What follows belongs to an exercise in optimizing a design on an open flow for small area and a short achievable clock period; a production flow would make more cautious choices. Only simulation tests tie the RTL to the original design; equivalence was not proved.

## flow/design.v (module list and top-level ports; edited modules follow where they fit)
// module alu_fa: 10 lines
// module alu_ha: 9 lines
// module alu_pfx: 11 lines
// module alu_pfx_g: 8 lines
// module alu_dot_unit: 3291 lines
// module alu_shared_buf: 24 lines
// module alu_dpath: 182 lines
module alu_dpath (
  input  logic                 clk,
  input  logic                 rst_n,
  input  logic                 alu_req,
  input  logic                 alu_add,
  input  logic                 alu_sub,
  input  logic                 alu_xor,
  input  logic                 alu_sll,
  input  logic                 alu_srl,
  input  logic                 alu_sra,
  input  logic                 alu_or,
  input  logic                 alu_and,
  input  logic                 alu_slt,
  input  logic                 alu_sltu,
  input  logic                 alu_lui,
  input  logic                 alu_dot,
  input  logic [32-1:0] alu_op1,
  input  logic [32-1:0] alu_op2,
  input  logic [32-1:0] dot_a0,
  input  logic [32-1:0] dot_a1,
  input  logic [32-1:0] dot_a2,
  input  logic [32-1:0] dot_a3,
  input  logic [32-1:0] dot_a4,
  input  logic [32-1:0] dot_a5,
  input  logic [32-1:0] dot_a6,
  input  logic [32-1:0] dot_a7,
  input  logic                 bjp_req,
  input  logic [32-1:0] bjp_op1,
  input  logic [32-1:0] bjp_op2,
  input  logic                 bjp_add,
  input  logic                 bjp_cmp_eq,
  input  logic                 bjp_cmp_ne,
  input  logic                 bjp_cmp_lt,
  input  logic                 bjp_cmp_gt,
  input  logic                 bjp_cmp_ltu,
  input  logic                 bjp_cmp_gtu,
  input  logic                 agu_req,
  input  logic [32-1:0] agu_op1,
  input  logic [32-1:0] agu_op2,
  input  logic                 agu_swap,
  input  logic                 agu_add,
  input  logic                 agu_and,
  input  logic                 agu_or,
  input  logic                 agu_xor,
  input  logic                 agu_max,
  input  logic                 agu_min,
  input  logic                 agu_maxu,
  input  logic                 agu_minu,
  input  logic                 sbf_0_ena,
  input  logic [32-1:0] sbf_0_nxt,
  input  logic                 sbf_1_ena,
  input  logic [32-1:0] sbf_1_nxt,
  output logic [32-1:0] dpath_res,
  output logic                 cmp_res,
  output logic [32-1:0] sbf_0_r,
  output logic [32-1:0] sbf_1_r
);
  // ...
==> flow/run.sh <==
#!/bin/bash
# synth_recipe.tcl (not shown) runs the flow's synth.tcl, then flattens the netlist and writes it again
# the make line also repeats each setting of config.mk as NAME=value (left out here)
make -C /OpenROAD-flow-scripts/flow DESIGN_CONFIG=/design/flow/config.mk WORK_HOME=/design/flow/orfs CLKGATE_MAP_FILE= SYNTH_SCRIPT=/design/flow/synth_recipe.tcl finish
==> flow/config.mk <==
export PLATFORM = sky130hd
export DESIGN_NAME = alu_dpath
export DESIGN_NICKNAME = alu_dpath
export VERILOG_FILES = /design/flow/design.v
export SDC_FILE = /design/flow/constraint.sdc
export NUM_CORES = 4
export LEC_CHECK = 0
export ABC_AREA = 1
export CAP_MARGIN = 20
export CORE_MARGIN = 2
export CORE_UTILIZATION = 55
export PLACE_DENSITY = 0.7
export SETUP_SLACK_MARGIN = 2
export SLEW_MARGIN = 20
export SYNTH_HIERARCHICAL = 1
==> flow/constraint.sdc <==
create_clock -name core_clock -period 20.0 [get_ports {clk}]
set_input_delay 4.0000 -clock core_clock [delete_from_list [all_inputs] [get_ports {clk}]]
set_output_delay 4.0000 -clock core_clock [all_outputs]
set_load 0.01 [all_outputs]
==> flow_summary.yaml, run 1 <==
cells_and_area:
  final_layout_size_suffix_gt1_share_pct: 5.44
  nNetsFinal: 9369
  fill_cells: 8887
  nMultiInputCombCells: 6044
  largest_class: "multi-input gates"
  top_regs: "u_shared_buf.sbf_0_r x32, u_shared_buf.sbf_1_r x32"
  sh_seq_area_pct: 2.52
logic_synthesis:
  ys_async_sr_fraction_pct: 100
  synth_area_leader_cell: "fa_1"
  yosysWarningCount: 14
  ys_seq_area_share_pct: 2.84
clock_network:
  cts_setup_buffers: 0
  clk_latency_ns: 0.33
  cts_resized: 39
critical_path:
  crit_end: "dpath_res[24]"
  r2r_end: "u_shared_buf.sbf_1_r[4]$_DFFE_PN0P_"
  cpLargestDelayFamily: "adder cells"
  rr_startpoint: "u_shared_buf.sbf_1_r[4]$_DFFE_PN0P_"
  worstPathArrival_ns: 14.00
run_status:
  violations: "max-capacitance violations, max-slew violations"
  outcome: "finished with violations"
timing:
  fin_tns_setup_ns: 0
  final_hold_viol_count: 0
  drv_slew: 4
detailed_routing:
  wl_met3_mm: 40.4
  drtAntennaViolNets: 0
  drc: 0
min_path:
  hp-class: "register to register"
flow_run:
  max_cap_violations: 1
==> module alu_dpath, before the edit <==
module alu_dpath (
  input  logic                 clk,
  input  logic                 rst_n,
  input  logic                 alu_req,
  input  logic                 alu_add,
  input  logic                 alu_sub,
  input  logic                 alu_xor,
  input  logic                 alu_sll,
  input  logic                 alu_srl,
  input  logic                 alu_sra,
  input  logic                 alu_or,
  input  logic                 alu_and,
  input  logic                 alu_slt,
  input  logic                 alu_sltu,
  input  logic                 alu_lui,
  input  logic                 alu_dot,
  input  logic [32-1:0] alu_op1,
  input  logic [32-1:0] alu_op2,
  input  logic [32-1:0] dot_a0,
  input  logic [32-1:0] dot_a1,
  input  logic [32-1:0] dot_a2,
  input  logic [32-1:0] dot_a3,
  input  logic [32-1:0] dot_a4,
  input  logic [32-1:0] dot_a5,
  input  logic [32-1:0] dot_a6,
  input  logic [32-1:0] dot_a7,
  input  logic                 bjp_req,
  input  logic [32-1:0] bjp_op1,
  input  logic [32-1:0] bjp_op2,
  input  logic                 bjp_add,
  input  logic                 bjp_cmp_eq,
  input  logic                 bjp_cmp_ne,
  input  logic                 bjp_cmp_lt,
  input  logic                 bjp_cmp_gt,
  input  logic                 bjp_cmp_ltu,
  input  logic                 bjp_cmp_gtu,
  input  logic                 agu_req,
  input  logic [32-1:0] agu_op1,
  input  logic [32-1:0] agu_op2,
  input  logic                 agu_swap,
  input  logic                 agu_add,
  input  logic                 agu_and,
  input  logic                 agu_or,
  input  logic                 agu_xor,
  input  logic                 agu_max,
  input  logic                 agu_min,
  input  logic                 agu_maxu,
  input  logic                 agu_minu,
  input  logic                 sbf_0_ena,
  input  logic [32-1:0] sbf_0_nxt,
  input  logic                 sbf_1_ena,
  input  logic [32-1:0] sbf_1_nxt,
  output logic [32-1:0] dpath_res,
  output logic                 cmp_res,
  output logic [32-1:0] sbf_0_r,
  output logic [32-1:0] sbf_1_r
);
  logic [32-1:0] a;
  logic [32-1:0] b;
  assign a = ({32{alu_req}} & alu_op1)
           | ({32{bjp_req}} & bjp_op1)
           | ({32{agu_req}} & agu_op1);
  assign b = ({32{alu_req}} & alu_op2)
           | ({32{bjp_req}} & bjp_op2)
           | ({32{agu_req}} & agu_op2);
  logic f_add, f_sub, f_xor, f_or, f_and, f_mv, f_dot;
  logic f_sll, f_srl, f_sra;
  logic f_slt, f_sltu, f_max, f_min, f_maxu, f_minu;
  logic f_eq, f_ne, f_lt, f_ltu, f_ge, f_geu;
  assign f_add  = (alu_req & alu_add) | (bjp_req & bjp_add) | (agu_req & agu_add);
  assign f_sub  = alu_req & alu_sub;
  assign f_xor  = (alu_req & alu_xor) | (agu_req & agu_xor);
  assign f_or   = (alu_req & alu_or)  | (agu_req & agu_or);
  assign f_and  = (alu_req & alu_and) | (agu_req & agu_and);
  assign f_mv   = (alu_req & alu_lui) | (agu_req & agu_swap);
  assign f_dot  = alu_req & alu_dot;
  assign f_sll  = alu_req & alu_sll;
  assign f_srl  = alu_req & alu_srl;
  assign f_sra  = alu_req & alu_sra;
  assign f_slt  = alu_req & alu_slt;
  assign f_sltu = alu_req & alu_sltu;
  assign f_max  = agu_req & agu_max;
  assign f_min  = agu_req & agu_min;
  assign f_maxu = agu_req & agu_maxu;
  assign f_minu = agu_req & agu_minu;
  assign f_eq   = bjp_req & bjp_cmp_eq;
  assign f_ne   = bjp_req & bjp_cmp_ne;
  assign f_lt   = bjp_req & bjp_cmp_lt;
  assign f_ltu  = bjp_req & bjp_cmp_ltu;
  assign f_ge   = bjp_req & bjp_cmp_gt;
  assign f_geu  = bjp_req & bjp_cmp_gtu;
  logic                 f_signed;
  logic                 f_order;
  logic                 f_subtract;
  logic [32-1:0] dot_s;
  logic [32-1:0] dot_c;
  logic [32-1:0] b_inv;
  logic [32-1:0] add_x;
  logic [32-1:0] add_y;
  logic [32-1:0] sum;
  logic                 carry;
  logic                 lt;
  assign f_signed   = f_slt | f_lt | f_ge | f_max | f_min;
  assign f_order    = f_signed | f_sltu | f_ltu | f_geu | f_maxu | f_minu;
  assign f_subtract = f_sub | f_order;
  alu_dot_unit u_dot_unit (
    .dot_a0, .dot_a1, .dot_a2, .dot_a3,
    .dot_a4, .dot_a5, .dot_a6, .dot_a7,
    .dot_s, .dot_c
  );
  assign b_inv = b ^ {32{f_subtract}};
  assign add_x = f_dot ? dot_s : a;
  assign add_y = f_dot ? dot_c : b_inv;
  logic [32-1:0] hp;
  logic [32-1:0] hg;
  logic [32-1:0] pg_g [6];
  logic [32-1:0] pg_p [6];
  for (genvar i = 0; i < 32; i++) begin : g_pg
    alu_ha u_pg (.a(add_x[i]), .b(add_y[i]), .s(hp[i]), .co(hg[i]));
  end
  assign pg_g[0] = {hg[32-1:1], hg[0] | (hp[0] & f_subtract)};
  assign pg_p[0] = hp;
  for (genvar k = 0; k < 5; k++) begin : g_lvl
    for (genvar i = 0; i < 32; i++) begin : g_bit
      if (i < (1 << k)) begin : g_done
        assign pg_g[k+1][i] = pg_g[k][i];
        assign pg_p[k+1][i] = pg_p[k][i];
      end else if (i < (2 << k)) begin : g_gray
        alu_pfx_g u_pfx (.gh(pg_g[k][i]), .ph(pg_p[k][i]), .gl(pg_g[k][i-(1<<k)]),
                         .g(pg_g[k+1][i]));
        assign pg_p[k+1][i] = pg_p[k][i];
      end else begin : g_black
        alu_pfx u_pfx (.gh(pg_g[k][i]), .ph(pg_p[k][i]), .gl(pg_g[k][i-(1<<k)]),
                       .pl(pg_p[k][i-(1<<k)]), .g(pg_g[k+1][i]), .p(pg_p[k+1][i]));
      end
    end
  end
  assign sum   = hp ^ {pg_g[5][32-2:0], f_subtract};
  assign carry = pg_g[5][32-1];
  assign lt = f_signed ? (a[32-1] ^ b_inv[32-1] ^ carry) : ~carry;
  logic                 f_right;
  logic                 fill;
  logic [32-1:0] sh_in;
  logic [32-1:0] sh_st [6];
  assign f_right = f_srl | f_sra;
  assign fill    = f_sra & a[32-1];
  for (genvar i = 0; i < 32; i++) begin : g_rev_in
    assign sh_in[i] = f_right ? a[32-1-i] : a[i];
  end
  assign sh_st[0] = sh_in;
  for (genvar k = 0; k < 5; k++) begin : g_stage
    for (genvar i = 0; i < 32; i++) begin : g_bit
      if (i >= (1 << k)) begin : g_mid
        assign sh_st[k+1][i] = b[k] ? sh_st[k][i-(1<<k)] : sh_st[k][i];
      end else begin : g_low
        assign sh_st[k+1][i] = b[k] ? fill : sh_st[k][i];
      end
    end
  end
  logic f_sum;
  logic sel_a;
  logic f_mm;
  assign f_sum = f_add | f_sub | f_dot;
  assign f_mm  = f_max | f_min | f_maxu | f_minu;
  assign sel_a = ((f_max | f_maxu) & ~lt) | ((f_min | f_minu) & lt);
  for (genvar i = 0; i < 32; i++) begin : g_res
    logic t01, t10, t11;
    assign t01 = f_or | f_xor | f_mv | (f_mm & ~sel_a);
    assign t10 = f_or | f_xor | (f_mm & sel_a);
    assign t11 = f_or | f_and | f_mv | f_mm;
    assign dpath_res[i] = (a[i] & b[i] & t11) | (a[i] & ~b[i] & t10) | (~a[i] & b[i] & t01)
                        | (f_sum & sum[i])
                        | (f_sll & sh_st[5][i])
                        | (f_right & sh_st[5][32-1-i])
                        | (((i == 0) ? (f_slt | f_sltu) : 1'b0) & lt);
  end
  logic eq;
  assign eq = (a == b);
  assign cmp_res = (f_eq & eq) | (f_ne & ~eq)
                 | ((f_lt | f_ltu) & lt) | ((f_ge | f_geu) & ~lt);
  alu_shared_buf u_shared_buf (.*);
endmodule
==> run 2: changes to the inputs <==
--- a/flow/design.v
+++ b/flow/design.v
@@ -1542,34 +1542,52 @@
   wire fs113, fc113;
   alu_fa u_fa113 (.a(m3_p0_30), .b(m3_p10_10), .c(m3_p11_8), .s(fs113), .co(fc113));
   wire fs114, fc114;
   alu_fa u_fa114 (.a(m3_p12_6), .b(m3_p13_4), .c(m3_p1_28), .s(fs114), .co(fc114));
   wire fs115, fc115;
   alu_fa u_fa115 (.a(m3_p2_26), .b(m3_p3_24), .c(m3_p4_22), .s(fs115), .co(fc115));
   wire fs116, fc116;
   alu_fa u_fa116 (.a(m3_p5_20), .b(m3_p6_18), .c(m3_p7_16), .s(fs116), .co(fc116));
-  wire fs117 = m0_p0_31 ^ m0_p10_11 ^ m0_p11_9;
-  wire fs118 = m0_p12_7 ^ m0_p13_5 ^ m0_p1_29;
-  wire fs119 = m0_p2_27 ^ m0_p3_25 ^ m0_p4_23;
-  wire fs120 = m0_p5_21 ^ m0_p6_19 ^ m0_p7_17;
-  wire fs121 = m0_p8_15 ^ m0_p9_13 ^ m1_p0_31;
-  wire fs122 = m1_p10_11 ^ m1_p11_9 ^ m1_p12_7;
-  wire fs123 = m1_p13_5 ^ m1_p1_29 ^ m1_p2_27;
-  wire fs124 = m1_p3_25 ^ m1_p4_23 ^ m1_p5_21;
-  wire fs125 = m1_p6_19 ^ m1_p7_17 ^ m1_p8_15;
-  wire fs126 = m1_p9_13 ^ m2_p0_31 ^ m2_p10_11;
-  wire fs127 = m2_p11_9 ^ m2_p12_7 ^ m2_p13_5;
-  wire fs128 = m2_p1_29 ^ m2_p2_27 ^ m2_p3_25;
-  wire fs129 = m2_p4_23 ^ m2_p5_21 ^ m2_p6_19;
-  wire fs130 = m2_p7_17 ^ m2_p8_15 ^ m2_p9_13;
-  wire fs131 = m3_p0_31 ^ m3_p10_11 ^ m3_p11_9;
-  wire fs132 = m3_p12_7 ^ m3_p13_5 ^ m3_p1_29;
-  wire fs133 = m3_p2_27 ^ m3_p3_25 ^ m3_p4_23;
-  wire fs134 = m3_p5_21 ^ m3_p6_19 ^ m3_p7_17;
+  wire fs117;
+  alu_fa u_fa117 (.a(m0_p0_31), .b(m0_p10_11), .c(m0_p11_9), .s(fs117), .co());
+  wire fs118;
+  alu_fa u_fa118 (.a(m0_p12_7), .b(m0_p13_5), .c(m0_p1_29), .s(fs118), .co());
+  wire fs119;
+  alu_fa u_fa119 (.a(m0_p2_27), .b(m0_p3_25), .c(m0_p4_23), .s(fs119), .co());
+  wire fs120;
+  alu_fa u_fa120 (.a(m0_p5_21), .b(m0_p6_19), .c(m0_p7_17), .s(fs120), .co());
+  wire fs121;
+  alu_fa u_fa121 (.a(m0_p8_15), .b(m0_p9_13), .c(m1_p0_31), .s(fs121), .co());
+  wire fs122;
+  alu_fa u_fa122 (.a(m1_p10_11), .b(m1_p11_9), .c(m1_p12_7), .s(fs122), .co());
+  wire fs123;
+  alu_fa u_fa123 (.a(m1_p13_5), .b(m1_p1_29), .c(m1_p2_27), .s(fs123), .co());
+  wire fs124;
+  alu_fa u_fa124 (.a(m1_p3_25), .b(m1_p4_23), .c(m1_p5_21), .s(fs124), .co());
+  wire fs125;
+  alu_fa u_fa125 (.a(m1_p6_19), .b(m1_p7_17), .c(m1_p8_15), .s(fs125), .co());
+  wire fs126;
+  alu_fa u_fa126 (.a(m1_p9_13), .b(m2_p0_31), .c(m2_p10_11), .s(fs126), .co());
+  wire fs127;
+  alu_fa u_fa127 (.a(m2_p11_9), .b(m2_p12_7), .c(m2_p13_5), .s(fs127), .co());
+  wire fs128;
+  alu_fa u_fa128 (.a(m2_p1_29), .b(m2_p2_27), .c(m2_p3_25), .s(fs128), .co());
+  wire fs129;
+  alu_fa u_fa129 (.a(m2_p4_23), .b(m2_p5_21), .c(m2_p6_19), .s(fs129), .co());
+  wire fs130;
+  alu_fa u_fa130 (.a(m2_p7_17), .b(m2_p8_15), .c(m2_p9_13), .s(fs130), .co());
+  wire fs131;
+  alu_fa u_fa131 (.a(m3_p0_31), .b(m3_p10_11), .c(m3_p11_9), .s(fs131), .co());
+  wire fs132;
+  alu_fa u_fa132 (.a(m3_p12_7), .b(m3_p13_5), .c(m3_p1_29), .s(fs132), .co());
+  wire fs133;
+  alu_fa u_fa133 (.a(m3_p2_27), .b(m3_p3_25), .c(m3_p4_23), .s(fs133), .co());
+  wire fs134;
+  alu_fa u_fa134 (.a(m3_p5_21), .b(m3_p6_19), .c(m3_p7_17), .s(fs134), .co());
   wire fs135, fc135;
   alu_fa u_fa135 (.a(m0_neg6), .b(m1_neg6), .c(m2_neg6), .s(fs135), .co(fc135));
   wire fs136, fc136;
   alu_fa u_fa136 (.a(m3_neg6), .b(m0_p0_12), .c(m0_p1_10), .s(fs136), .co(fc136));
   wire fs137, fc137;
   alu_fa u_fa137 (.a(m0_p0_13), .b(m0_p1_11), .c(m0_p2_9), .s(fs137), .co(fc137));
   wire fs138, fc138;
   alu_fa u_fa138 (.a(m0_neg7), .b(m1_neg7), .c(m2_neg7), .s(fs138), .co(fc138));
@@ -1980,30 +1998,44 @@
   wire fs334, fc334;
   alu_fa u_fa334 (.a(fs110), .b(fs111), .c(fs112), .s(fs334), .co(fc334));
   wire fs335, fc335;
   alu_fa u_fa335 (.a(fs113), .b(fs114), .c(fs115), .s(fs335), .co(fc335));
   wire fs336, fc336;
   alu_fa u_fa336 (.a(fs116), .b(fs99), .c(m0_top[2]), .s(fs336), .co(fc336));
   wire fs337, fc337;
   alu_fa u_fa337 (.a(m1_top[2]), .b(m2_top[2]), .c(m3_top[2]), .s(fs337), .co(fc337));
-  wire fs338 = m3_p8_15 ^ m3_p9_13 ^ fc100;
-  wire fs339 = fc101 ^ fc102 ^ fc103;
-  wire fs340 = fc104 ^ fc105 ^ fc106;
-  wire fs341 = fc107 ^ fc108 ^ fc109;
-  wire fs342 = fc110 ^ fc111 ^ fc112;
-  wire fs343 = fc113 ^ fc114 ^ fc115;
-  wire fs344 = fc116 ^ fc99 ^ fs117;
-  wire fs345 = fs118 ^ fs119 ^ fs120;
-  wire fs346 = fs121 ^ fs122 ^ fs123;
-  wire fs347 = fs124 ^ fs125 ^ fs126;
-  wire fs348 = fs127 ^ fs128 ^ fs129;
-  wire fs349 = fs130 ^ fs131 ^ fs132;
-  wire fs350 = fs133 ^ fs134 ^ m0_top[3];
-  wire fs351 = m1_top[3] ^ m2_top[3] ^ m3_top[3];
+  wire fs338;
+  alu_fa u_fa338 (.a(m3_p8_15), .b(m3_p9_13), .c(fc100), .s(fs338), .co());
+  wire fs339;
+  alu_fa u_fa339 (.a(fc101), .b(fc102), .c(fc103), .s(fs339), .co());
+  wire fs340;
+  alu_fa u_fa340 (.a(fc104), .b(fc105), .c(fc106), .s(fs340), .co());
+  wire fs341;
+  alu_fa u_fa341 (.a(fc107), .b(fc108), .c(fc109), .s(fs341), .co());
+  wire fs342;
+  alu_fa u_fa342 (.a(fc110), .b(fc111), .c(fc112), .s(fs342), .co());
+  wire fs343;
+  alu_fa u_fa343 (.a(fc113), .b(fc114), .c(fc115), .s(fs343), .co());
+  wire fs344;
+  alu_fa u_fa344 (.a(fc116), .b(fc99), .c(fs117), .s(fs344), .co());
+  wire fs345;
+  alu_fa u_fa345 (.a(fs118), .b(fs119), .c(fs120), .s(fs345), .co());
+  wire fs346;
+  alu_fa u_fa346 (.a(fs121), .b(fs122), .c(fs123), .s(fs346), .co());
+  wire fs347;
+  alu_fa u_fa347 (.a(fs124), .b(fs125), .c(fs126), .s(fs347), .co());
+  wire fs348;
+  alu_fa u_fa348 (.a(fs127), .b(fs128), .c(fs129), .s(fs348), .co());
+  wire fs349;
+  alu_fa u_fa349 (.a(fs130), .b(fs131), .c(fs132), .s(fs349), .co());
+  wire fs350;
+  alu_fa u_fa350 (.a(fs133), .b(fs134), .c(m0_top[3]), .s(fs350), .co());
+  wire fs351;
+  alu_fa u_fa351 (.a(m1_top[3]), .b(m2_top[3]), .c(m3_top[3]), .s(fs351), .co());
   wire hs16, hc16;
   alu_ha u_ha16 (.a(m0_neg3), .b(m1_neg3), .s(hs16), .co(hc16));
   wire fs352, fc352;
   alu_fa u_fa352 (.a(m0_neg4), .b(m1_neg4), .c(m2_neg4), .s(fs352), .co(fc352));
   wire fs353, fc353;
   alu_fa u_fa353 (.a(m3_neg4), .b(m0_p0_8), .c(m0_p1_6), .s(fs353), .co(fc353));
   wire hs17, hc17;
   alu_ha u_ha17 (.a(m0_p2_4), .b(m0_p3_2), .s(hs17), .co(hc17));
@@ -2370,25 +2402,34 @@
   wire fs530, fc530;
   alu_fa u_fa530 (.a(fs325), .b(fs326), .c(fs327), .s(fs530), .co(fc530));
   wire fs531, fc531;
   alu_fa u_fa531 (.a(fs328), .b(fs329), .c(fs330), .s(fs531), .co(fc531));
   wire fs532, fc532;
   alu_fa u_fa532 (.a(fs331), .b(fs332), .c(fs333), .s(fs532), .co(fc532));
   wire fs533, fc533;
   alu_fa u_fa533 (.a(fs334), .b(fs335), .c(fs336), .s(fs533), .co(fc533));
-  wire fs534 = fc324 ^ fc325 ^ fc326;
-  wire fs535 = fc327 ^ fc328 ^ fc329;
-  wire fs536 = fc330 ^ fc331 ^ fc332;
-  wire fs537 = fc333 ^ fc334 ^ fc335;
-  wire fs538 = fc336 ^ fc337 ^ fs338;
-  wire fs539 = fs339 ^ fs340 ^ fs341;
-  wire fs540 = fs342 ^ fs343 ^ fs344;
-  wire fs541 = fs345 ^ fs346 ^ fs347;
-  wire fs542 = fs348 ^ fs349 ^ fs350;
+  wire fs534;
+  alu_fa u_fa534 (.a(fc324), .b(fc325), .c(fc326), .s(fs534), .co());
+  wire fs535;
+  alu_fa u_fa535 (.a(fc327), .b(fc328), .c(fc329), .s(fs535), .co());
+  wire fs536;
+  alu_fa u_fa536 (.a(fc330), .b(fc331), .c(fc332), .s(fs536), .co());
+  wire fs537;
+  alu_fa u_fa537 (.a(fc333), .b(fc334), .c(fc335), .s(fs537), .co());
+  wire fs538;
+  alu_fa u_fa538 (.a(fc336), .b(fc337), .c(fs338), .s(fs538), .co());
+  wire fs539;
+  alu_fa u_fa539 (.a(fs339), .b(fs340), .c(fs341), .s(fs539), .co());
+  wire fs540;
+  alu_fa u_fa540 (.a(fs342), .b(fs343), .c(fs344), .s(fs540), .co());
+  wire fs541;
+  alu_fa u_fa541 (.a(fs345), .b(fs346), .c(fs347), .s(fs541), .co());
+  wire fs542;
+  alu_fa u_fa542 (.a(fs348), .b(fs349), .c(fs350), .s(fs542), .co());
   wire fs543, fc543;
   alu_fa u_fa543 (.a(m0_neg2), .b(m1_neg2), .c(m2_neg2), .s(fs543), .co(fc543));
   wire hs22, hc22;
   alu_ha u_ha22 (.a(m3_neg2), .b(m0_p0_4), .s(hs22), .co(hc22));
   wire hs23, hc23;
   alu_ha u_ha23 (.a(m0_p0_5), .b(m0_p1_3), .s(hs23), .co(hc23));
   wire fs544, fc544;
   alu_fa u_fa544 (.a(m2_neg3), .b(m3_neg3), .c(hs16), .s(fs544), .co(fc544));
@@ -2675,22 +2716,28 @@
   wire fs683, fc683;
   alu_fa u_fa683 (.a(fc521), .b(fs525), .c(fs526), .s(fs683), .co(fc683));
   wire fs684, fc684;
   alu_fa u_fa684 (.a(fc522), .b(fc523), .c(fc524), .s(fs684), .co(fc684));
   wire fs685, fc685;
   alu_fa u_fa685 (.a(fs527), .b(fs528), .c(fs529), .s(fs685), .co(fc685));
   wire fs686, fc686;
   alu_fa u_fa686 (.a(fs530), .b(fs531), .c(fs532), .s(fs686), .co(fc686));
-  wire fs687 = fs351 ^ fc525 ^ fc526;
-  wire fs688 = fc527 ^ fc528 ^ fc529;
-  wire fs689 = fc530 ^ fs534 ^ fs535;
-  wire fs690 = fc531 ^ fc532 ^ fc533;
-  wire fs691 = fs536 ^ fs537 ^ fs538;
-  wire fs692 = fs539 ^ fs540 ^ fs541;
+  wire fs687;
+  alu_fa u_fa687 (.a(fs351), .b(fc525), .c(fc526), .s(fs687), .co());
+  wire fs688;
+  alu_fa u_fa688 (.a(fc527), .b(fc528), .c(fc529), .s(fs688), .co());
+  wire fs689;
+  alu_fa u_fa689 (.a(fc530), .b(fs534), .c(fs535), .s(fs689), .co());
+  wire fs690;
+  alu_fa u_fa690 (.a(fc531), .b(fc532), .c(fc533), .s(fs690), .co());
+  wire fs691;
+  alu_fa u_fa691 (.a(fs536), .b(fs537), .c(fs538), .s(fs691), .co());
+  wire fs692;
+  alu_fa u_fa692 (.a(fs539), .b(fs540), .c(fs541), .s(fs692), .co());
   wire fs693, fc693;
   alu_fa u_fa693 (.a(m0_neg1), .b(m1_neg1), .c(m2_neg1), .s(fs693), .co(fc693));
   wire hs26, hc26;
   alu_ha u_ha26 (.a(m3_neg1), .b(m0_p0_2), .s(hs26), .co(hc26));
   wire hs27, hc27;
   alu_ha u_ha27 (.a(m0_p0_3), .b(m0_p1_1), .s(hs27), .co(hc27));
   wire fs694, fc694;
   alu_fa u_fa694 (.a(fs543), .b(m0_p1_2), .c(m0_p2_0), .s(fs694), .co(fc694));
@@ -2901,20 +2948,24 @@
   wire fs795, fc795;
   alu_fa u_fa795 (.a(fc675), .b(fs533), .c(fc676), .s(fs795), .co(fc795));
   wire fs796, fc796;
   alu_fa u_fa796 (.a(fc677), .b(fs681), .c(fs682), .s(fs796), .co(fc796));
   wire fs797, fc797;
   alu_fa u_fa797 (.a(fs683), .b(fc678), .c(fc679), .s(fs797), .co(fc797));
   wire fs798, fc798;
   alu_fa u_fa798 (.a(fc680), .b(fs684), .c(fs685), .s(fs798), .co(fc798));
-  wire fs799 = fs542 ^ fc681 ^ fc682;
-  wire fs800 = fc683 ^ fs687 ^ fs688;
-  wire fs801 = fs689 ^ fc684 ^ fc685;
-  wire fs802 = fc686 ^ fs690 ^ fs691;
+  wire fs799;
+  alu_fa u_fa799 (.a(fs542), .b(fc681), .c(fc682), .s(fs799), .co());
+  wire fs800;
+  alu_fa u_fa800 (.a(fc683), .b(fs687), .c(fs688), .s(fs800), .co());
+  wire fs801;
+  alu_fa u_fa801 (.a(fs689), .b(fc684), .c(fc685), .s(fs801), .co());
+  wire fs802;
+  alu_fa u_fa802 (.a(fc686), .b(fs690), .c(fs691), .s(fs802), .co());
   wire fs803, fc803;
   alu_fa u_fa803 (.a(m0_neg0), .b(m1_neg0), .c(m2_neg0), .s(fs803), .co(fc803));
   wire fs804, fc804;
   alu_fa u_fa804 (.a(fs693), .b(m0_p1_0), .c(m1_p0_2), .s(fs804), .co(fc804));
   wire hs30, hc30;
   alu_ha u_ha30 (.a(m1_p1_0), .b(m2_p0_2), .s(hs30), .co(hc30));
   wire fs805, fc805;
   alu_fa u_fa805 (.a(fc693), .b(m1_p0_3), .c(m1_p1_1), .s(fs805), .co(fc805));
@@ -3079,19 +3130,22 @@
   wire fs884, fc884;
   alu_fa u_fa884 (.a(fc790), .b(fs793), .c(fs794), .s(fs884), .co(fc884));
   wire fs885, fc885;
   alu_fa u_fa885 (.a(fc791), .b(fs686), .c(fc792), .s(fs885), .co(fc885));
   wire fs886, fc886;
   alu_fa u_fa886 (.a(fs795), .b(fc793), .c(fs796), .s(fs886), .co(fc886));
   wire fs887, fc887;
   alu_fa u_fa887 (.a(fc794), .b(fs797), .c(fs798), .s(fs887), .co(fc887));
-  wire fs888 = fs692 ^ fc795 ^ fc796;
-  wire fs889 = fs799 ^ fc797 ^ fs800;
-  wire fs890 = fc798 ^ fs801 ^ fs802;
+  wire fs888;
+  alu_fa u_fa888 (.a(fs692), .b(fc795), .c(fc796), .s(fs888), .co());
+  wire fs889;
+  alu_fa u_fa889 (.a(fs799), .b(fc797), .c(fs800), .s(fs889), .co());
+  wire fs890;
+  alu_fa u_fa890 (.a(fc798), .b(fs801), .c(fs802), .s(fs890), .co());
   wire fs891, fc891;
   alu_fa u_fa891 (.a(m3_neg0), .b(fs803), .c(m0_p0_0), .s(fs891), .co(fc891));
   wire fs892, fc892;
   alu_fa u_fa892 (.a(fc803), .b(m0_p0_1), .c(m1_p0_1), .s(fs892), .co(fc892));
   wire fs893, fc893;
   alu_fa u_fa893 (.a(m2_p1_0), .b(m3_p0_2), .c(m3_p1_0), .s(fs893), .co(fc893));
   wire hs32, hc32;
   alu_ha u_ha32 (.a(fs804), .b(hs26), .s(hs32), .co(hc32));
@@ -3202,18 +3256,20 @@
   wire fs946, fc946;
   alu_fa u_fa946 (.a(fc879), .b(fs882), .c(fc880), .s(fs946), .co(fc946));
   wire fs947, fc947;
   alu_fa u_fa947 (.a(fs883), .b(fc881), .c(fs884), .s(fs947), .co(fc947));
   wire fs948, fc948;
   alu_fa u_fa948 (.a(fc882), .b(fc883), .c(fs885), .s(fs948), .co(fc948));
   wire fs949, fc949;
   alu_fa u_fa949 (.a(fs886), .b(fc884), .c(fs887), .s(fs949), .co(fc949));
-  wire fs950 = fc885 ^ fc886 ^ fs888;
-  wire fs951 = fs889 ^ fc887 ^ fs890;
+  wire fs950;
+  alu_fa u_fa950 (.a(fc885), .b(fc886), .c(fs888), .s(fs950), .co());
+  wire fs951;
+  alu_fa u_fa951 (.a(fs889), .b(fc887), .c(fs890), .s(fs951), .co());
   wire hs33, hc33;
   alu_ha u_ha33 (.a(m1_p0_0), .b(m2_p0_0), .s(hs33), .co(hc33));
   wire fs952, fc952;
   alu_fa u_fa952 (.a(m2_p0_1), .b(m3_p0_1), .c(fc891), .s(fs952), .co(fc952));
   wire fs953, fc953;
   alu_fa u_fa953 (.a(fc892), .b(fs893), .c(hs30), .s(fs953), .co(fc953));
   wire fs954, fc954;
   alu_fa u_fa954 (.a(fc893), .b(hc32), .c(fs894), .s(fs954), .co(fc954));
@@ -3266,17 +3322,18 @@
   wire fs978, fc978;
   alu_fa u_fa978 (.a(fc940), .b(fs942), .c(fc941), .s(fs978), .co(fc978));
   wire fs979, fc979;
   alu_fa u_fa979 (.a(fc942), .b(fs944), .c(fc943), .s(fs979), .co(fc979));
   wire fs980, fc980;
   alu_fa u_fa980 (.a(fc944), .b(fs946), .c(fc945), .s(fs980), .co(fc980));
   wire fs981, fc981;
   alu_fa u_fa981 (.a(fc946), .b(fs948), .c(fc947), .s(fs981), .co(fc981));
-  wire fs982 = fc948 ^ fs950 ^ fc949;
+  wire fs982;
+  alu_fa u_fa982 (.a(fc948), .b(fs950), .c(fc949), .s(fs982), .co());
   wire hs34, hc34;
   alu_ha u_ha34 (.a(m3_p0_0), .b(fs891), .s(hs34), .co(hc34));
   wire fs983, fc983;
   alu_fa u_fa983 (.a(hc33), .b(fs892), .c(fs952), .s(fs983), .co(fc983));
   wire fs984, fc984;
   alu_fa u_fa984 (.a(fc952), .b(fs953), .c(hs32), .s(fs984), .co(fc984));
   wire fs985, fc985;
   alu_fa u_fa985 (.a(fc953), .b(fs895), .c(fs954), .s(fs985), .co(fc985));
@@ -3329,17 +3386,18 @@
   wire fs1009, fc1009;
   alu_fa u_fa1009 (.a(fs943), .b(fc977), .c(fs978), .s(fs1009), .co(fc1009));
   wire fs1010, fc1010;
   alu_fa u_fa1010 (.a(fs945), .b(fc978), .c(fs979), .s(fs1010), .co(fc1010));
   wire fs1011, fc1011;
   alu_fa u_fa1011 (.a(fs947), .b(fc979), .c(fs980), .s(fs1011), .co(fc1011));
   wire fs1012, fc1012;
   alu_fa u_fa1012 (.a(fs949), .b(fc980), .c(fs981), .s(fs1012), .co(fc1012));
-  wire fs1013 = fs951 ^ fc981 ^ fs982;
+  wire fs1013;
+  alu_fa u_fa1013 (.a(fs951), .b(fc981), .c(fs982), .s(fs1013), .co());
   assign dot_s = {fc1012, fc1011, fc1010, fc1009, fc1008, fc1007, fc1006, fc1005, fc1004, fc1003, fc1002, fc1001, fc1000, fc999, fc998, fc997, fc996, fc995, fc994, fc993, fc992, fc991, fc990, fc989, fc988, fc987, fc986, fc985, fc984, fc983, hc34, hs33};
   assign dot_c = {fs1013, fs1012, fs1011, fs1010, fs1009, fs1008, fs1007, fs1006, fs1005, fs1004, fs1003, fs1002, fs1001, fs1000, fs999, fs998, fs997, fs996, fs995, fs994, fs993, fs992, fs991, fs990, fs989, fs988, fs987, fs986, fs985, fs984, fs983, hs34};
 endmodule
 `timescale 1ns/1ps
 module alu_shared_buf (
   input  logic                 clk,
   input  logic                 rst_n,
   input  logic                 sbf_0_ena,
@@ -3456,58 +3514,55 @@
   assign f_ge   = bjp_req & bjp_cmp_gt;
   assign f_geu  = bjp_req & bjp_cmp_gtu;
   logic                 f_signed;
   logic                 f_order;
   logic                 f_subtract;
   logic [32-1:0] dot_s;
   logic [32-1:0] dot_c;
   logic [32-1:0] b_inv;
-  logic [32-1:0] add_x;
-  logic [32-1:0] add_y;
   logic [32-1:0] sum;
   logic                 carry;
   logic                 lt;
   assign f_signed   = f_slt | f_lt | f_ge | f_max | f_min;
   assign f_order    = f_signed | f_sltu | f_ltu | f_geu | f_maxu | f_minu;
   assign f_subtract = f_sub | f_order;
   alu_dot_unit u_dot_unit (
     .dot_a0, .dot_a1, .dot_a2, .dot_a3,
     .dot_a4, .dot_a5, .dot_a6, .dot_a7,
     .dot_s, .dot_c
   );
   assign b_inv = b ^ {32{f_subtract}};
-  assign add_x = f_dot ? dot_s : a;
-  assign add_y = f_dot ? dot_c : b_inv;
+  assign {carry, sum} = {1'b0, a} + {1'b0, b_inv} + {{32{1'b0}}, f_subtract};
+  logic [32-1:0] dot_res;
   logic [32-1:0] hp;
   logic [32-1:0] hg;
   logic [32-1:0] pg_g [6];
   logic [32-1:0] pg_p [6];
   for (genvar i = 0; i < 32; i++) begin : g_pg
-    alu_ha u_pg (.a(add_x[i]), .b(add_y[i]), .s(hp[i]), .co(hg[i]));
+    alu_ha u_pg (.a(dot_s[i]), .b(dot_c[i]), .s(hp[i]), .co(hg[i]));
   end
-  assign pg_g[0] = {hg[32-1:1], hg[0] | (hp[0] & f_subtract)};
+  assign pg_g[0] = hg;
   assign pg_p[0] = hp;
   for (genvar k = 0; k < 5; k++) begin : g_lvl
     for (genvar i = 0; i < 32; i++) begin : g_bit
       if (i < (1 << k)) begin : g_done
         assign pg_g[k+1][i] = pg_g[k][i];
         assign pg_p[k+1][i] = pg_p[k][i];
       end else if (i < (2 << k)) begin : g_gray
         alu_pfx_g u_pfx (.gh(pg_g[k][i]), .ph(pg_p[k][i]), .gl(pg_g[k][i-(1<<k)]),
                          .g(pg_g[k+1][i]));
         assign pg_p[k+1][i] = pg_p[k][i];
       end else begin : g_black
         alu_pfx u_pfx (.gh(pg_g[k][i]), .ph(pg_p[k][i]), .gl(pg_g[k][i-(1<<k)]),
                        .pl(pg_p[k][i-(1<<k)]), .g(pg_g[k+1][i]), .p(pg_p[k+1][i]));
       end
     end
   end
-  assign sum   = hp ^ {pg_g[5][32-2:0], f_subtract};
-  assign carry = pg_g[5][32-1];
+  assign dot_res = hp ^ {pg_g[5][32-2:0], 1'b0};
   assign lt = f_signed ? (a[32-1] ^ b_inv[32-1] ^ carry) : ~carry;
   logic                 f_right;
   logic                 fill;
   logic [32-1:0] sh_in;
   logic [32-1:0] sh_st [6];
   assign f_right = f_srl | f_sra;
   assign fill    = f_sra & a[32-1];
   for (genvar i = 0; i < 32; i++) begin : g_rev_in
@@ -3521,26 +3576,27 @@
       end else begin : g_low
         assign sh_st[k+1][i] = b[k] ? fill : sh_st[k][i];
       end
     end
   end
   logic f_sum;
   logic sel_a;
   logic f_mm;
-  assign f_sum = f_add | f_sub | f_dot;
+  assign f_sum = f_add | f_sub;
   assign f_mm  = f_max | f_min | f_maxu | f_minu;
   assign sel_a = ((f_max | f_maxu) & ~lt) | ((f_min | f_minu) & lt);
   for (genvar i = 0; i < 32; i++) begin : g_res
     logic t01, t10, t11;
     assign t01 = f_or | f_xor | f_mv | (f_mm & ~sel_a);
     assign t10 = f_or | f_xor | (f_mm & sel_a);
     assign t11 = f_or | f_and | f_mv | f_mm;
     assign dpath_res[i] = (a[i] & b[i] & t11) | (a[i] & ~b[i] & t10) | (~a[i] & b[i] & t01)
                         | (f_sum & sum[i])
+                        | (f_dot & dot_res[i])
                         | (f_sll & sh_st[5][i])
                         | (f_right & sh_st[5][32-1-i])
                         | (((i == 0) ? (f_slt | f_sltu) : 1'b0) & lt);
   end
   logic eq;
   assign eq = (a == b);
   assign cmp_res = (f_eq & eq) | (f_ne & ~eq)
                  | ((f_lt | f_ltu) & lt) | ((f_ge | f_geu) & ~lt);
==> flow/flow/run.sh (new file) <==
#!/bin/bash
set -e
cp standard.sh standard_sh_copy.log
cp config.mk config_mk_orig.log
echo 'export BUFFER_PORTS_ARGS = -buffer_cell sky130_fd_sc_hd__buf_1' >> config.mk
echo 'export SKIP_GATE_CLONING = 1' >> config.mk
bash standard.sh > standard.log 2>&1
==> flow/standard.sh (new file) <==
#!/bin/bash
# synth_recipe.tcl (not shown) runs the flow's synth.tcl, then flattens the netlist and writes it again
# the make line also repeats each setting of config.mk as NAME=value (left out here)
make -C /OpenROAD-flow-scripts/flow DESIGN_CONFIG=/design/flow/config.mk WORK_HOME=/design/flow/orfs CLKGATE_MAP_FILE= SYNTH_SCRIPT=/design/flow/synth_recipe.tcl "${@:-finish}"
==> flow/config.mk (replaced) <==
export PLATFORM = sky130hd
export DESIGN_NAME = alu_dpath
export DESIGN_NICKNAME = alu_dpath
export VERILOG_FILES = /design/flow/design.v
export SDC_FILE = /design/flow/constraint.sdc
export NUM_CORES = 4
export LEC_CHECK = 0
export ABC_AREA = 1
export CAP_MARGIN = 25
export CORE_MARGIN = 2
export CORE_UTILIZATION = 45
export PLACE_DENSITY = 0.65
export SETUP_SLACK_MARGIN = 3
export SLEW_MARGIN = 25
export SYNTH_HIERARCHICAL = 1
export BUFFER_PORTS_ARGS = -buffer_cell sky130_fd_sc_hd__buf_1
export SKIP_GATE_CLONING = 1
removed: flow/run.sh
==> run 2 against run 1 <==
Net effect: the run now finishes clean; design area down 5.5%; critical path depth decreased by 4; cell count shrank 1.6%; synthesized cell count fell by 5.1%; worst hold slack lost 0.0045 ns; clock skew unchanged; routed wire length is 0.20% lower; non-clock buffer count is 39 lower; register-to-register slack improved by 0.03 ns; utilization down 15 points.
==> flow_summary.yaml, run 2 <==
run_status:
  outcome: "no timing/DRC/antenna violations"
cells_and_area:
  multi_input_area_sq_um: 50100
  area_delta_synth_final_pct: 4.44
  final_core_util_pct: 47.2
  final_layout_size_suffix_gt1_share_pct: 6.25
  top_regs: "u_shared_buf.sbf_0_r x32, u_shared_buf.sbf_1_r x32"
  design_area_sq_um: 60000
  final_common_cell: "nand2_1"
  final_cells: 8920
  regArea_sq_um: 1600
  fill_cells: 12800
  nNetsFinal: 9029
  final_cell_mix: "1446 x nand2_1, 1090 x xor2_1, 1015 x fa_1"
grt:
  grt_usage_pct: 43.5
  antenna_found_initial: 8
  grt_pass1_vias: 56200
  grt_first_pass_wirelength_mm: 408
  overflow: 0
  grt_max_degree: 78
placement:
  gp_congestion: 1.06
  dpl.cell_count: 8899
  portBuffers: 643
  hpwl_mm: 221
  dpl-instance-area_sq_um: 59600
detailed_routing:
  drtAntennaViolNets: 0
  vias_per_cell: 6.44
  routed_wirelength_mm: 293
  vias: 57400
  dr.pass1.iters: 8
  drc: 0
  drt_iter0_markers: 7692
  wl_per_cell_um: 32.8
critical_path:
  end_kind: "primary output"
  r2r_slack_ns: 19.37
  crit_top_cell: "nand2_1"
  path_max_fanout: 22
  start_kind: "input port"
  worstPathArrival_ns: 12.89
  path_class: "input port to primary output"
  path_buf_inv: 7
  slowest_delay_ns: 0.93
  required_ns: 16.00
  cpLargestDelayFamily: "adder cells"
  crit_slowest_cell: "fa_1"
timing:
  worst_pin_slew_ns: 1.19
  slew_headroom_pct: 20.3
  rsz0062_at_grt: "true"
  fmax_mhz: 59.2
  timing.hold.ws_ns: 0.466
  setup_viol: 0
  finalCriticalPeriod_ns: 16.89
  drv_slew: 0
  skew_ns: 0
  fin_tns_setup_ns: 0
  final_hold_viol_count: 0
  fin_crit_sh_pct: 84.5
logic_synthesis:
  syn_nets: 8834
  ys_types: 53
  synth_area_leaders: "fa_1 35%, xor2_1 17%, o22ai_1 9.7%"
  synth_top_area_share_pct: 35.3
  synth_top_flop_cell: "dfrtp_1"
  syn_area_sq_um: 57500
  synth_edf_count: 0
  syn_inst: 7054
  ys_async_sr_fraction_pct: 100
  yosysWarningCount: 14
  syn_area_per_cell_sq_um: 8.15
  synth_area_leader_cell: "fa_1"
  synth_common_cells: "1456 x nand2_1, 1095 x xor2_1, 1015 x fa_1"
  ys_seq_elements: 64
  yosysMostFrequentCell: "nand2_1"
  ys_seq_area_share_pct: 2.79
clock_network:
  postCtsHoldBufs: 0
  cts_tree: "done"
  cts_buffers: 9
  clkSinkCount: 64
  clk_pin_slew_ns: 0.05
  cts_buffer_depth: 2
  clk_latency_ns: 0.31
  cts-root-buf: "clkbuf_16"
  cts_max_level: 3
flow_run:
  max_cap_violations: 0
floorplan:
  ioPinCount: 644
  die_w_um: 361
  row_count: 131
  dieHeight_um: 361
  start_util_pct: 45.2
  core_area_sq_um: 127000
  die_area_sq_um: 131000
min_path:
  hp-class: "register to register"
==> run 2: cell types whose count changed after synthesis, sizes merged, moves of 30 or more <==
cell,before,now
a21oi,47,109
buf,278,468
clkbuf,309,125
fa,956,1015
ha,188,218
inv,699,595
nand2,1881,1532
nand3,552,438
nor2,193,160
xnor2,53,4
xor2,1027,1095
==> run 2: routing by layer <==
metal  vias up  track usage [%]  share of wire, %
li1      23300                -                 -
met1     27800             49.9                34
met2      4834             65.0                42
met3      1444             13.4                12
met4         4             39.4                12
met5         -                0            0.0099
==> run 2: final timing paths <==
check	endpoint	start	cells after the start
max in group asynchronous	u_shared_buf.sbf_1_r[20]$_DFFE_PN0P_	rst_n	2
setup / recovery	dpath_res[30]	dot_a4[15]	33
setup reg to reg	u_shared_buf.sbf_1_r[16]$_DFFE_PN0P_	u_shared_buf.sbf_1_r[16]$_DFFE_PN0P_	2
hold / removal	u_shared_buf.sbf_1_r[15]$_DFFE_PN0P_	u_shared_buf.sbf_1_r[15]$_DFFE_PN0P_	2
hold reg to reg	u_shared_buf.sbf_1_r[15]$_DFFE_PN0P_	u_shared_buf.sbf_1_r[15]$_DFFE_PN0P_	2
min in group asynchronous	u_shared_buf.sbf_0_r[10]$_DFFE_PN0P_	rst_n	2
==> run 2: what timing repair did <==
action	in CTS	in global routing
endpoints found under the hold margin	0	0
buffers inserted	0	0
resized for setup	1	19
setup endpoints to repair	2	14
pin swaps	0	0
==> run 2: cell type report <==
cell class,count,area share [%]
clock buffers,12,0.427
inverters,639,4.04
clock inverters,3,0.108
repair buffers,777,5.82
multi-input cells,5758,83.5
well taps,1662,3.46
flip-flops and latches,64,2.67
diodes,5,0.0208
==> run 2: cell families (layout without fill, tap and decap cells) <==
logic type               count (synthesis)  after routing  share of synthesized area [%]
AND/OR/NAND/NOR                       2198           2198                           16.2
adder cells (fa/ha/maj)               1233           1233                           40.1
buffers and inverters                 1232           1431                           10.2
AO/OA/AOI/OAI                         1228           1228                           14.0
XOR/XNOR                              1099           1099                           16.7
flip-flops                              64             64                           2.79
other                                    0              5                              0
==> run 2: modules after synthesis, one instance, submodules excluded <==
module	copies in the design	cells
alu_dot_unit	1	3416
alu_fa	1014	1
alu_ha	67	1
alu_pfx	94	5
alu_shared_buf	1	272
alu_pfx_g	30	3
alu_dpath	1	1725
==> run 2: worst reg2reg max path: stages (launching register included) <==
cell and delay, ns:
dfrtp_1 0.39, nand2_1 0.07, nand2_1 0.06
==> run 2: stage by stage <==
stage               setup WS, ns
global route                3.00
global placement            2.95
finish                      3.11
detailed placement          2.98
CTS                         3.07
floorplan                   5.52
==> run 3: changes to the inputs <==
--- a/flow/config.mk
+++ b/flow/config.mk
@@ -12,3 +12,3 @@
 export PLACE_DENSITY = 0.65
-export SETUP_SLACK_MARGIN = 3
+export SETUP_SLACK_MARGIN = 4
 export SLEW_MARGIN = 25
==> run 3 against run 2 <==
Net effect: still clean on timing, DRC and antenna; critical endpoint is now dpath_res[21]; sequential cell count stayed put; worst hold slack hardly changed; sequential share of layout area is 0.087 points lower; non-clock buffer count is 43 higher; clock skew stayed put; fmax is 4.4% higher; setup slack better by 0.72 ns.
==> flow_summary.yaml, run 3 <==
run_status:
  outcome: "no timing/DRC/antenna violations"
logic_synthesis:
  synth_top_area_share_pct: 35.3
  synth_area_leader_cell: "fa_1"
  yosysWarningCount: 14
  synth_edf_count: 0
  ys_types: 53
  ys_seq_area_share_pct: 2.79
  synth_top_flop_cell: "dfrtp_1"
  synth_common_cells: "1456 x nand2_1, 1095 x xor2_1, 1015 x fa_1"
  syn_nets: 8834
  ys_seq_elements: 64
  syn_inst: 7054
  ys_async_sr_fraction_pct: 100
  syn_area_sq_um: 57500
  syn_area_per_cell_sq_um: 8.15
  yosysMostFrequentCell: "nand2_1"
  synth_area_leaders: "fa_1 35%, xor2_1 17%, o22ai_1 9.7%"
timing:
  drv_slew: 0
  finalCriticalPeriod_ns: 16.17
  worst_pin_slew_ns: 1.11
  rsz0062_at_grt: "true"
  final_hold_viol_count: 0
  fin_crit_sh_pct: 80.9
  setup_viol: 0
  skew_ns: 0
  fin_tns_setup_ns: 0
  slew_headroom_pct: 26.2
  fmax_mhz: 61.8
clock_network:
  cts_max_level: 3
  cts_buffer_depth: 2
  cts_buffers: 9
  postCtsHoldBufs: 0
  cts_tree: "done"
  clk_latency_ns: 0.32
  clkSinkCount: 64
  cts-root-buf: "clkbuf_16"
  clk_pin_slew_ns: 0.05
cells_and_area:
  top_regs: "u_shared_buf.sbf_0_r x32, u_shared_buf.sbf_1_r x32"
  final_common_cell: "nand2_1"
  nNetsFinal: 9072
  area_delta_synth_final_pct: 7.95
  final_layout_size_suffix_gt1_share_pct: 8.50
  final_cell_mix: "1415 x nand2_1, 1070 x xor2_1, 986 x fa_1"
floorplan:
  core_area_sq_um: 127000
  start_util_pct: 45.2
  ioPinCount: 644
  die_w_um: 361
  die_area_sq_um: 131000
  dieHeight_um: 361
  row_count: 131
critical_path:
  start_kind: "input port"
  path_buf_inv: 8
  worstPathArrival_ns: 12.17
  end_kind: "primary output"
  required_ns: 16.00
  path_max_fanout: 31
  slowest_delay_ns: 0.73
  cpLargestDelayFamily: "adder cells"
  crit_slowest_cell: "xor2_2"
  path_class: "input port to primary output"
detailed_routing:
  vias: 58000
  routed_wirelength_mm: 298
  wl_per_cell_um: 33.3
  drtAntennaViolNets: 0
  vias_per_cell: 6.48
  drt_iter0_markers: 7930
  dr.pass1.iters: 9
  drc: 0
grt:
  grt_first_pass_wirelength_mm: 410
  grt_usage_pct: 43.6
  grt_max_degree: 78
  overflow: 0
  antenna_found_initial: 7
  grt_pass1_vias: 56400
min_path:
  hp-class: "register to register"
placement:
  hpwl_mm: 221
  portBuffers: 643
  gp_congestion: 1.06
flow_run:
  max_cap_violations: 0
[run 3: logic make-up (layout without fill, tap and decap cells)]
family	after synthesis	after routing	synth area share (%)
simple gates	2198	2198	16.2
fa+ha+maj	1233	1233	40.1
buf+inv	1232	1474	10.2
compound gates	1228	1228	14.0
xor+xnor	1099	1099	16.7
flops	64	64	2.79
other cells	0	2	0
[run 3: through the flow]
stage          instances  setup WS [ns]  util, %  instance area (sq um)  hold slack (ns)
6_report            8960           3.83     48.8                  62100            0.466
5_1_grt             8959           3.67     48.8                  62100            0.488
4_1_cts             8915           3.95     47.6                  60500            0.470
3_5_place_dp        8899           2.98     46.9                  59600            0.457
3_3_place_gp        8898           2.95     46.8                  59600            0.452
2_1_floorplan       7054           5.52        -                  57500            0.505
[run 3: repair_timing]
item	in CTS	in global routing
setup buffers	1	41
pin swaps	2	17
endpoints found under the setup margin	19	14
resized for setup	139	237
[run 3: worst paths after layout]
| path | start | slack (ns) | cells after the start | end |
|---|---|---|---|---|
| max | dot_a5[0] | 3.83 | 32 | dpath_res[21] |
| min | u_shared_buf.sbf_1_r[15]$_DFFE_PN0P_ | 0.47 | 2 | u_shared_buf.sbf_1_r[15]$_DFFE_PN0P_ |
| max reg2reg | u_shared_buf.sbf_1_r[16]$_DFFE_PN0P_ | 19.37 | 2 | u_shared_buf.sbf_1_r[16]$_DFFE_PN0P_ |
| min reg2reg | u_shared_buf.sbf_1_r[15]$_DFFE_PN0P_ | 0.47 | 2 | u_shared_buf.sbf_1_r[15]$_DFFE_PN0P_ |
| max in group asynchronous | rst_n | 15.61 | 2 | u_shared_buf.sbf_1_r[20]$_DFFE_PN0P_ |
| min in group asynchronous | rst_n | 3.87 | 2 | u_shared_buf.sbf_0_r[10]$_DFFE_PN0P_ |
[run 3: layout make-up]
class,instances,area [sq um]
Multi-Input combinational cell,5758,51000
Fill cell,12600,65100
Clock buffer,12,256
Sequential cell,64,1600
Antenna cell,2,5.00
Clock inverter,3,65.1
Tap cell,1662,2080
Timing Repair Buffer,820,4540
Inverter,639,2470
[run 3: worst reg2reg max path: stages (launching register included)]
cell	delay [ns]
dfrtp_1	0.39
nand2_1	0.07
nand2_1	0.06
[run 3: Yosys stat by module (local to each module, per instance)]
module	cell area, sq um	cells inside	flip-flops and latches
alu_pfx_g	11.3	3	0
alu_pfx	18.8	5	0
alu_shared_buf	2560	272	64
alu_dpath	9090	1725	0
alu_fa	20.0	1	0
alu_ha	12.5	1	0
alu_dot_unit	22600	3416	0
[run 3: routing by layer]
| metal | wire length [um] | global-route usage, % | share of wire, % |
|---|---|---|---|
| met4 | 35800 | 39.4 | 12 |
| met5 | 251 | 0 | 0.084 |
| met3 | 36900 | 13.1 | 12 |
| met1 | 100000 | 50.4 | 34 |
| met2 | 125000 | 65.2 | 42 |
==> run 4: changes to the inputs <==
--- a/flow/config.mk
+++ b/flow/config.mk
@@ -10,4 +10,4 @@
 export CORE_MARGIN = 2
-export CORE_UTILIZATION = 45
-export PLACE_DENSITY = 0.65
+export CORE_UTILIZATION = 50
+export PLACE_DENSITY = 0.7
 export SETUP_SLACK_MARGIN = 4
==> run 4 against run 3 <==
Net effect: still clean; sequential cell count unchanged; clock skew is the same; worst hold slack barely moved; routed wire length shrank 2.1%; critical path depth increased by 1; die area fell by 9.9%; register-to-register slack hardly changed; setup slack improved by 0.24 ns; critical endpoint is now dpath_res[18]; highest routed layer unchanged.
==> flow_summary.yaml, run 4 <==
logic_synthesis:
  ys_types: 53
  yosysWarningCount: 14
  ys_seq_area_share_pct: 2.79
  syn_nets: 8834
  synth_area_leaders: "fa_1 35%, xor2_1 17%, o22ai_1 9.7%"
  synth_top_flop_cell: "dfrtp_1"
  synth-compound-area-share_pct: 14.0
  ys_seq_elements: 64
  synth_area_leader_cell: "fa_1"
  syn_area_per_cell_sq_um: 8.15
  synth_top_area_share_pct: 35.3
  synth_mux_area_share_pct: 0
  yosysMostFrequentCell: "nand2_1"
  synth_top_family_by_area: "adder cells"
  synthXorXnorAreaFrac_pct: 16.7
  yosys.area_share.simple_pct: 16.2
  synth_common_cells: "1456 x nand2_1, 1095 x xor2_1, 1015 x fa_1"
  ys_async_sr_fraction_pct: 100
  syn_inst: 7054
  synth_edf_count: 0
  syn_area_sq_um: 57500
  synthAdderAreaFrac_pct: 40.1
critical_path:
  start_kind: "input port"
  worstPathArrival_ns: 11.93
  worst-path-stages: 33
  path_class: "input port to primary output"
  cpLargestDelayFamily: "adder cells"
  path_max_fanout: 31
  crit_path_start: "dot_a5[0]"
  path_buf_inv: 9
  crit_slowest_cell: "fa_1"
  rr_startpoint: "u_shared_buf.sbf_0_r[18]$_DFFE_PN0P_"
  r2r_cells: 2
  crit_end: "dpath_res[18]"
  required_ns: 16.00
  slowest_delay_ns: 0.60
  r2r_slack_ns: 19.38
  end_kind: "primary output"
  r2r_end: "u_shared_buf.sbf_0_r[18]$_DFFE_PN0P_"
timing:
  skew_ns: 0
  final_hold_viol_count: 0
  fmax_mhz: 62.8
  rsz0062_at_grt: "true"
  timing.hold.ws_ns: 0.465
  worst_pin_slew_ns: 1.07
  fin_crit_sh_pct: 79.7
  finalCriticalPeriod_ns: 15.93
  setup_slack_ns: 4.07
  drv_slew: 0
  fin_tns_setup_ns: 0
  slew_headroom_pct: 28.3
  setup_viol: 0
grt:
  grt_first_pass_wirelength_mm: 402
  overflow: 0
  grt_max_degree: 78
  grt_usage_pct: 47.7
  antenna_found_initial: 11
  grt_pass1_vias: 55700
cells_and_area:
  final_core_util_pct: 54.0
  final_cell_mix: "1411 x nand2_1, 1071 x xor2_1, 990 x fa_1"
  final_cells: 8797
  area_delta_synth_final_pct: 7.31
  final_common_cell: "nand2_1"
  final_layout_size_suffix_gt1_share_pct: 8.33
  top_regs: "u_shared_buf.sbf_0_r x32, u_shared_buf.sbf_1_r x32"
  nNetsFinal: 9052
  design_area_sq_um: 61700
placement:
  dpl.cell_count: 8741
  dpl-instance-area_sq_um: 59400
  gp_congestion: 1.05
  portBuffers: 643
  hpwl_mm: 221
  preCtsSetupSlack_ns: 3.39
floorplan:
  ioPinCount: 644
  row_count: 124
  start_util_pct: 50.3
  core_area_sq_um: 114000
  dieHeight_um: 343
  die_area_sq_um: 118000
  die_w_um: 343
flow_run:
  max_cap_violations: 0
run_status:
  outcome: "no timing/DRC/antenna violations"
clock_network:
  cts_buffers: 9
  cts_tree: "done"
  cts_max_level: 3
  postCtsHoldBufs: 0
  clk_pin_slew_ns: 0.05
  clk_latency_ns: 0.32
  cts_buffer_depth: 2
  clkSinkCount: 64
  cts-root-buf: "clkbuf_16"
detailed_routing:
  drt_iter0_markers: 7883
  vias_per_cell: 6.55
  vias: 57600
  dr.pass1.iters: 9
  wl_per_cell_um: 33.2
  drc: 0
  routed_wirelength_mm: 292
  drtAntennaViolNets: 0
min_path:
  hp-class: "register to register"
[run 4: cell counts after synthesis]
Identical to the previous run, type by type.
[run 4: logic make-up (layout without fill, tap and decap cells)]
group           count (synthesis)  count (layout)
other cells                     0               8
compound gates               1228            1228
fa+ha+maj                    1233            1233
xor+xnor                     1099            1099
simple gates                 2198            2198
flops                          64              64
buf+inv                      1232            1455
[run 4: worst min-delay path by stage]
stage / from / end / slack [ns] / depth (start not counted)
4_1_cts: u_shared_buf.sbf_1_r[28]$_DFFE_PN0P_ / u_shared_buf.sbf_1_r[28]$_DFFE_PN0P_ / 0.47 / 2
6_report: u_shared_buf.sbf_0_r[13]$_DFFE_PN0P_ / u_shared_buf.sbf_0_r[13]$_DFFE_PN0P_ / 0.47 / 2
3_5_place_dp: u_shared_buf.sbf_0_r[0]$_DFFE_PN0P_ / u_shared_buf.sbf_0_r[0]$_DFFE_PN0P_ / 0.46 / 2
2_1_floorplan: u_shared_buf.sbf_1_r[29]$_DFFE_PN0P_ / u_shared_buf.sbf_1_r[29]$_DFFE_PN0P_ / 0.50 / 2
3_3_place_gp: u_shared_buf.sbf_1_r[27]$_DFFE_PN0P_ / u_shared_buf.sbf_1_r[27]$_DFFE_PN0P_ / 0.45 / 2
5_1_grt: u_shared_buf.sbf_1_r[11]$_DFFE_PN0P_ / u_shared_buf.sbf_1_r[11]$_DFFE_PN0P_ / 0.48 / 2
[run 4: layout make-up]
class                   count  area (sq um)
fillers                 10900         52500
well taps                1512          1890
repair buffers            800          4350
multi-input cells        5758         51100
inverters                 639          2470
clock inverters             4          53.8
clock buffers              12           246
flip-flops and latches     64          1600
diodes                      8          20.0
[run 4: per-layer routing]
| metal | part of all wire, % | vias to the layer above | global-route usage, % |
|---|---|---|---|
| met2 | 42 | 4952 | 72.0 |
| met5 | 0.038 | - | 0.0801 |
| met4 | 12 | 10 | 42.6 |
| met3 | 12 | 1414 | 12.8 |
| met1 | 33 | 27900 | 55.8 |
| li1 | - | 23400 | - |
[run 4: worst register-to-register path, stage by stage, from the launching register on]
cell	delay, ns
dfrtp_1	0.39
nand2_1	0.07
nand2_1	0.06
[run 4: repair_timing]
action | 4_1_cts | 5_1_grt
buffers inserted | 0 | 32
gates resized for setup | 110 | 278
endpoints found under the setup margin | 14 | 16
pin swaps | 0 | 20
[run 4: Yosys stat by module (local to each module, per instance)]
module / times used / cell area, sq um
alu_dot_unit: 1 / 22600
alu_dpath: 1 / 9090
alu_shared_buf: 1 / 2560
alu_fa: 1014 / 20.0
alu_pfx: 94 / 18.8
alu_ha: 67 / 12.5
alu_pfx_g: 30 / 11.3
==> run 5: changes to the inputs <==
--- a/flow/config.mk
+++ b/flow/config.mk
@@ -11,3 +11,3 @@
 export CORE_UTILIZATION = 50
-export PLACE_DENSITY = 0.7
+export PLACE_DENSITY = 0.8
 export SETUP_SLACK_MARGIN = 4
==> run 5 against run 4 <==
Net effect: cell count increased by 0.19%; design area increased by 0.49%; non-clock buffer count increased by 22.
==> flow_summary.yaml, run 5 <==
run_status:
  outcome: "no timing/DRC/antenna violations"
placement:
  preCtsSetupSlack_ns: 3.32
  gp_congestion: 1.15
cells_and_area:
  final_layout_size_suffix_gt1_share_pct: 8.59
  nNetsFinal: 9074
  final_cell_mix: "1411 x nand2_1, 1073 x xor2_1, 988 x fa_1"
  final_cells: 8814
  fill_cells: 10700
  regArea_sq_um: 1600
  design_area_sq_um: 62000
detailed_routing:
  drtAntennaViolNets: 0
  vias: 59200
  vias_per_cell: 6.71
logic_synthesis:
  syn_area_sq_um: 57500
  yosysWarningCount: 14
  synth_common_cells: "1456 x nand2_1, 1095 x xor2_1, 1015 x fa_1"
  synth_area_leaders: "fa_1 35%, xor2_1 17%, o22ai_1 9.7%"
  synth_area_leader_cell: "fa_1"
  syn_inst: 7054
critical_path:
  crit_path_start: "dot_a5[1]"
  path_buf_inv: 7
  worst-path-stages: 34
  rr_startpoint: "u_shared_buf.sbf_0_r[20]$_DFFE_PN0P_"
  crit_slowest_cell: "fa_1"
  start_kind: "input port"
  path_class: "input port to primary output"
  crit_top_cell: "fa_1"
  r2r_slack_ns: 19.36
  crit_end: "dpath_res[28]"
  required_ns: 16.00
floorplan:
  die_area_sq_um: 118000
  row_count: 124
  start_util_pct: 50.3
  dieHeight_um: 343
clock_network:
  clk_latency_ns: 0.33
  cts_max_level: 3
  clk_pin_slew_ns: 0.04
timing:
  final_hold_viol_count: 0
  setup_slack_ns: 4.02
  setup_viol: 0
  rsz0062_at_grt: "true"
  slew_headroom_pct: 23.8
==> run 5: cell counts after synthesis <==
No cell type changed its count.
==> run 5: cell type report <==
cell class                      instances  share of cell area [%]
Clock buffer                           11                   0.392
Inverter                              639                    3.97
Multi-Input combinational cell       5758                    82.4
Sequential cell                        64                    2.58
Antenna cell                            5                  0.0202
Tap cell                             1512                    3.05
Clock inverter                          3                   0.109
Timing Repair Buffer                  822                    7.47
==> run 5: modules after synthesis (local to each module, per instance) <==
| module | times used | flip-flops and latches | cell area (sq um) |
|---|---|---|---|
| alu_pfx_g | 30 | 0 | 11.3 |
| alu_pfx | 94 | 0 | 18.8 |
| alu_shared_buf | 1 | 64 | 2560 |
| alu_dot_unit | 1 | 0 | 22600 |
| alu_dpath | 1 | 0 | 9090 |
| alu_ha | 67 | 0 | 12.5 |
| alu_fa | 1014 | 0 | 20.0 |
==> run 5: layer usage <==
metal / part of all wire [%] / vias to the layer above / global-route usage (%)
li1: - / 23400 / -
met1: 33 / 28300 / 57.8
met2: 41 / 5589 / 73.5
met3: 14 / 1783 / 15.7
met4: 12 / 12 / 44.3
met5: 0.12 / - / 0.641
==> run 5: cell families after synthesis <==
kind of cell / share of synthesized area, %
XOR/XNOR: 16.7
AND/OR/NAND/NOR: 16.2
flip-flops: 2.79
adder cells (fa/ha/maj): 40.1
buffers and inverters: 10.2
AO/OA/AOI/OAI: 14.0
==> run 5: worst register-to-register path, stage by stage (launching register included) <==
cell,delay [ns]
dfrtp_1,0.40
nand2_1,0.08
nand2_1,0.05
==> run 5: what timing repair did <==
item                       4_1_cts  5_1_grt
setup endpoints to repair       15       18
pin swaps                        0       23
setup buffers                    0       43
gates resized for setup        115      292
==> run 5: how the worst min path moves through the flow <==
stage | from | to | cells after the start
after floorplan | u_shared_buf.sbf_1_r[29]$_DFFE_PN0P_ | u_shared_buf.sbf_1_r[29]$_DFFE_PN0P_ | 2
after CTS | u_shared_buf.sbf_1_r[17]$_DFFE_PN0P_ | u_shared_buf.sbf_1_r[17]$_DFFE_PN0P_ | 2
after global routing | u_shared_buf.sbf_0_r[7]$_DFFE_PN0P_ | u_shared_buf.sbf_0_r[7]$_DFFE_PN0P_ | 2
after detailed placement | u_shared_buf.sbf_0_r[18]$_DFFE_PN0P_ | u_shared_buf.sbf_0_r[18]$_DFFE_PN0P_ | 2
after global placement | u_shared_buf.sbf_0_r[29]$_DFFE_PN0P_ | u_shared_buf.sbf_0_r[29]$_DFFE_PN0P_ | 2
final | u_shared_buf.sbf_1_r[10]$_DFFE_PN0P_ | u_shared_buf.sbf_1_r[10]$_DFFE_PN0P_ | 2

## separate check: timing with driven ports
In the flow no input, the clock included, has a driving cell. The finished layouts below were timed again as built, in two steps.
Step 1: set_driving_cell puts a clkbuf_16 on clk and a buf_2 on each other input, an assumption about the parent block.
Step 2, shift: input delay + t, output delay - t, t = (earliest + latest rising clock arrival at the registers) / 2. This alone moves slack from input paths to output paths.
Three values: ideal, step 1, step 2; two values: the first two.
run	t (ns)	slack for setup (ns)	worst register clock-pin slew, ns
run 1	0.372	2.002 / 1.977 / 1.977	0.06 / 0.06
run 2	0.355	3.109 / 3.085 / 3.085	0.06 / 0.06
run 3	0.355	3.828 / 3.808 / 3.808	0.06 / 0.06
run 4	0.352	4.069 / 4.045 / 4.045	0.06 / 0.06
run 5	0.359	4.022 / 3.996 / 3.996	0.06 / 0.06
The setup slack of run 5, which loses most, moves by -0.026 ns with the drivers and by -0.026 ns with both steps.
